What follows belongs to an exercise in optimizing a design on an open flow for small area, a short achievable clock period and few clock cycles per item; a production flow would make more cautious choices. The RTL was checked by simulation tests, not by an equivalence proof against the original design.

## job 5890
==> flow/design.v (excerpt) <==
module des
(
    input  logic   clock,
    input  logic   rst,
    input  des_pkg::block_t key,
    input  des_pkg::block_t plaintext,
    input  logic   iv,
    output des_pkg::block_t ciphertext,
    output logic   ov
);
For scale: ~14000 cells after synthesis, about 200 I/O pins.
clock: 3.5 ns
lec_check: 0
cap_margin: 20
core_margin: 2
core_utilization: 40
cts_cluster_diameter: 80
cts_cluster_size: 24
place_density: 0.8
setup_slack_margin: 0.9
slew_margin: 20
standard.sh (not shown) runs the stock make flow with config.mk's settings and CLKGATE_MAP_FILE= SYNTH_SCRIPT=/design/flow/synth_recipe.tcl, a recipe that flattens the netlist after the stock synthesis.
==> flow/flow/run.sh <==
#!/bin/bash
# Own flow: the standard layout (standard.sh) with two changes.
# - Synthesis runs through flow/synth.tcl, which maps with flow/abc_map.script,
#   and without ORFS's half-adder extraction (ADDER_MAP_FILE empty).
# - The buffers ORFS puts on every input and output port are buf_4 cells
#   instead of the slow delay buffer ORFS picks by default.
# Each tool's output is in orfs/logs; make's own output goes to flow_make.log.
set -euo pipefail
W=$(pwd)
export FLOW_ABC_SCRIPT=$W/flow/abc_map.script
bash standard.sh finish SYNTH_SCRIPT=$W/flow/synth.tcl ADDER_MAP_FILE= \
  "BUFFER_PORTS_ARGS=-buffer_cell sky130_fd_sc_hd__buf_4" > $W/flow_make.log 2>&1
==> flow/flow/abc_map.script <==
strash
dch
map -D 1500
topo
stime -c
buffer -c
upsize -c
dnsize -c
stime -c
==> flow/flow/synth.tcl <==
# The standard synthesis script (synth_recipe.tcl), with one change: the
# technology-mapping abc call uses flow/abc_map.script (delay-targeted mapping
# with area recovery, then ABC's buffering and gate sizing) in place of ORFS's
# abc_speed.script. Registers are untouched, so they keep the standard
# synthesis's names and cells.
proc synth {args} { yosys synth -nofsm -noshare {*}$args }
proc abc {args} {
  set i [lsearch -exact $args -script]
  if { $i >= 0 } {
    lset args [expr { $i + 1 }] $::env(FLOW_ABC_SCRIPT)
  }
  yosys abc {*}$args
}
source $::env(SCRIPTS_DIR)/synth.tcl
# left out here: clear keep_hierarchy, flatten, clean up, hide names made inside functions, write 1_2_yosys.v
The flow did not stop early for job 5890: all stages ran, and the layout cleared the timing, design-rule and antenna checks.
Testbench counts of job 5890, summed over its fixed seeds: cycles 8,728, items 8,192.
What job 1196 does differently from job 5890 at the input level:
Settings: CTS_CLUSTER_SIZE: 24 -> 30; CORE_UTILIZATION: 40 -> 50; PLACE_DENSITY: 0.8 -> unset; CTS_CLUSTER_DIAMETER: 80 -> 100.
- [job 1196 vs job 5890] post-route clock period utilization: higher in job 1196
- g_round[13].u_round.out_state[28] as the timing endpoint of the critical path was reported by job 5890, and g_round[5].u_round.out_state[17] by job 1196.
- The final layout from job 1196, which completed every stage, passed the timing, design-rule and antenna checks at the end of the flow.
- Startpoint of the most critical setup path = g_round[4].u_round.out_state[2]: job 1196; startpoint of the most critical setup path = g_round[12].u_round.out_state[12]: job 5890
- Measured against each other, job 1196 and job 5890 differ in clock tree cell share of total cell area, the lower figure coming from job 1196.

* * *

Setup of main:
des, a different RTL version from the one above (not shown whole).
For scale: ~200 I/O pins.
Settings: LEC_CHECK=0, ABC_AREA=1, CAP_MARGIN=20, CORE_MARGIN=2, CORE_UTILIZATION=40, CTS_CLUSTER_DIAMETER=100, CTS_CLUSTER_SIZE=30, SETUP_SLACK_MARGIN=0.6, SLEW_MARGIN=20; clock period 3.5 ns.
run.sh (not shown) runs the stock make flow with config.mk's settings and CLKGATE_MAP_FILE= SYNTH_SCRIPT=/design/flow/synth_recipe.tcl, a recipe that flattens the netlist after the stock synthesis.
Stock flow here: none of the scripts above is used.
Per the final summary, main finished and its layout is clean on timing, DRC and antenna.
Testbench counts of main, summed over its fixed seeds: cycles 8,728, items 8,192.
What the feature branch does differently from main at the input level:
==> flow/flow/run.sh (new file) <==
#!/bin/bash
# Own flow: the standard layout (standard.sh) with two changes.
# - Synthesis runs through flow/synth.tcl, which maps with flow/abc_map.script,
#   and without ORFS's half-adder extraction (ADDER_MAP_FILE empty).
# - The buffers ORFS puts on every input and output port are buf_4 cells
#   instead of the slow delay buffer ORFS picks by default.
# Each tool's output is in orfs/logs; make's own output goes to flow_make.log.
set -euo pipefail
W=$(pwd)
export FLOW_ABC_SCRIPT=$W/flow/abc_map.script
bash standard.sh finish SYNTH_SCRIPT=$W/flow/synth.tcl ADDER_MAP_FILE= \
  "BUFFER_PORTS_ARGS=-buffer_cell sky130_fd_sc_hd__buf_4" > $W/flow_make.log 2>&1
==> flow/flow/abc_map.script (new file) <==
strash
dch
map -D 1200
topo
stime -c
buffer -c
upsize -c
dnsize -c
stime -c
==> flow/flow/synth.tcl (new file) <==
# The standard synthesis script (synth_recipe.tcl), with one change: the
# technology-mapping abc call uses flow/abc_map.script (delay-targeted mapping
# with area recovery, then ABC's buffering and gate sizing) in place of ORFS's
# abc_speed.script. Registers are untouched, so they keep the standard
# synthesis's names and cells.
proc synth {args} { yosys synth -nofsm -noshare {*}$args }
proc abc {args} {
  set i [lsearch -exact $args -script]
  if { $i >= 0 } {
    lset args [expr { $i + 1 }] $::env(FLOW_ABC_SCRIPT)
  }
  yosys abc {*}$args
}
source $::env(SCRIPTS_DIR)/synth.tcl
# left out here: clear keep_hierarchy, flatten, clean up, hide names made inside functions, write 1_2_yosys.v
==> flow/standard.sh (new file) <==
#!/bin/bash
# synth_recipe.tcl (not shown) runs the flow's synth.tcl, then flattens the netlist and writes it again
# the make line also repeats each setting of config.mk as NAME=value (left out here)
make -C /OpenROAD-flow-scripts/flow DESIGN_CONFIG=/design/flow/config.mk WORK_HOME=/design/flow/orfs CLKGATE_MAP_FILE= SYNTH_SCRIPT=/design/flow/synth_recipe.tcl "${@:-finish}"
diff --git a/flow/config.mk b/flow/config.mk
--- a/flow/config.mk
+++ b/flow/config.mk
@@ -8 +7,0 @@
-export ABC_AREA = 1
@@ -14 +13 @@
-export SETUP_SLACK_MARGIN = 0.6
+export SETUP_SLACK_MARGIN = 0.9
removed: flow/run.sh
Results
Per the final summary, the feature branch finished and its layout is clean on timing, DRC and antenna. From main to the feature branch the numbers moved as follows: utilization moved up, final cell count saw a decrease, worst-case setup margin in the final layout went up 0.20 ns, met1 track utilization from global routing up 1.5 points. The lower sequential share of layout area of the feature branch and main is in main.

## static timing again, ports no longer ideal
The flow's constraints put no driver on any port. The routed layouts listed below were extracted and timed again, unchanged, in two steps.
Step 1 assumes that a clkbuf_16 drives the clock port and a buf_2 every other input.
Step 2 moves the port delays by t, midway between the first and last clock arrival at a register: inputs arrive t later, outputs are due t later. That takes back most of the time a late clock gives input paths.
a / b / c = no drivers / after step 1 / after step 2; a / b = the first two.
run | t (ns) | slack for setup (ns) | hold slack, ns | worst setup path after step 2 | slew at the worst register clock pin (ns) | worst data-port slew with drivers (ns)
job 5890 | 0.841 | 0.888 / 0.888 / 0.888 | 0.023 / -0.038 / 0.356 | register to register | 0.10 / 0.10 | 0.05
job 1196 | 0.894 | 0.844 / 0.844 / 0.844 | 0.041 / -0.030 / 0.356 | register to register | 0.13 / 0.13 | 0.05
main | 0.871 | 0.690 / 0.690 / 0.690 | 0.320 / 0.243 / 0.355 | register to register | 0.12 / 0.12 | 0.05
the feature branch | 0.876 | 0.894 / 0.894 / 0.894 | 0.109 / 0.038 / 0.361 | register to register | 0.11 / 0.11 | 0.04
After both steps every run listed still meets setup and hold.
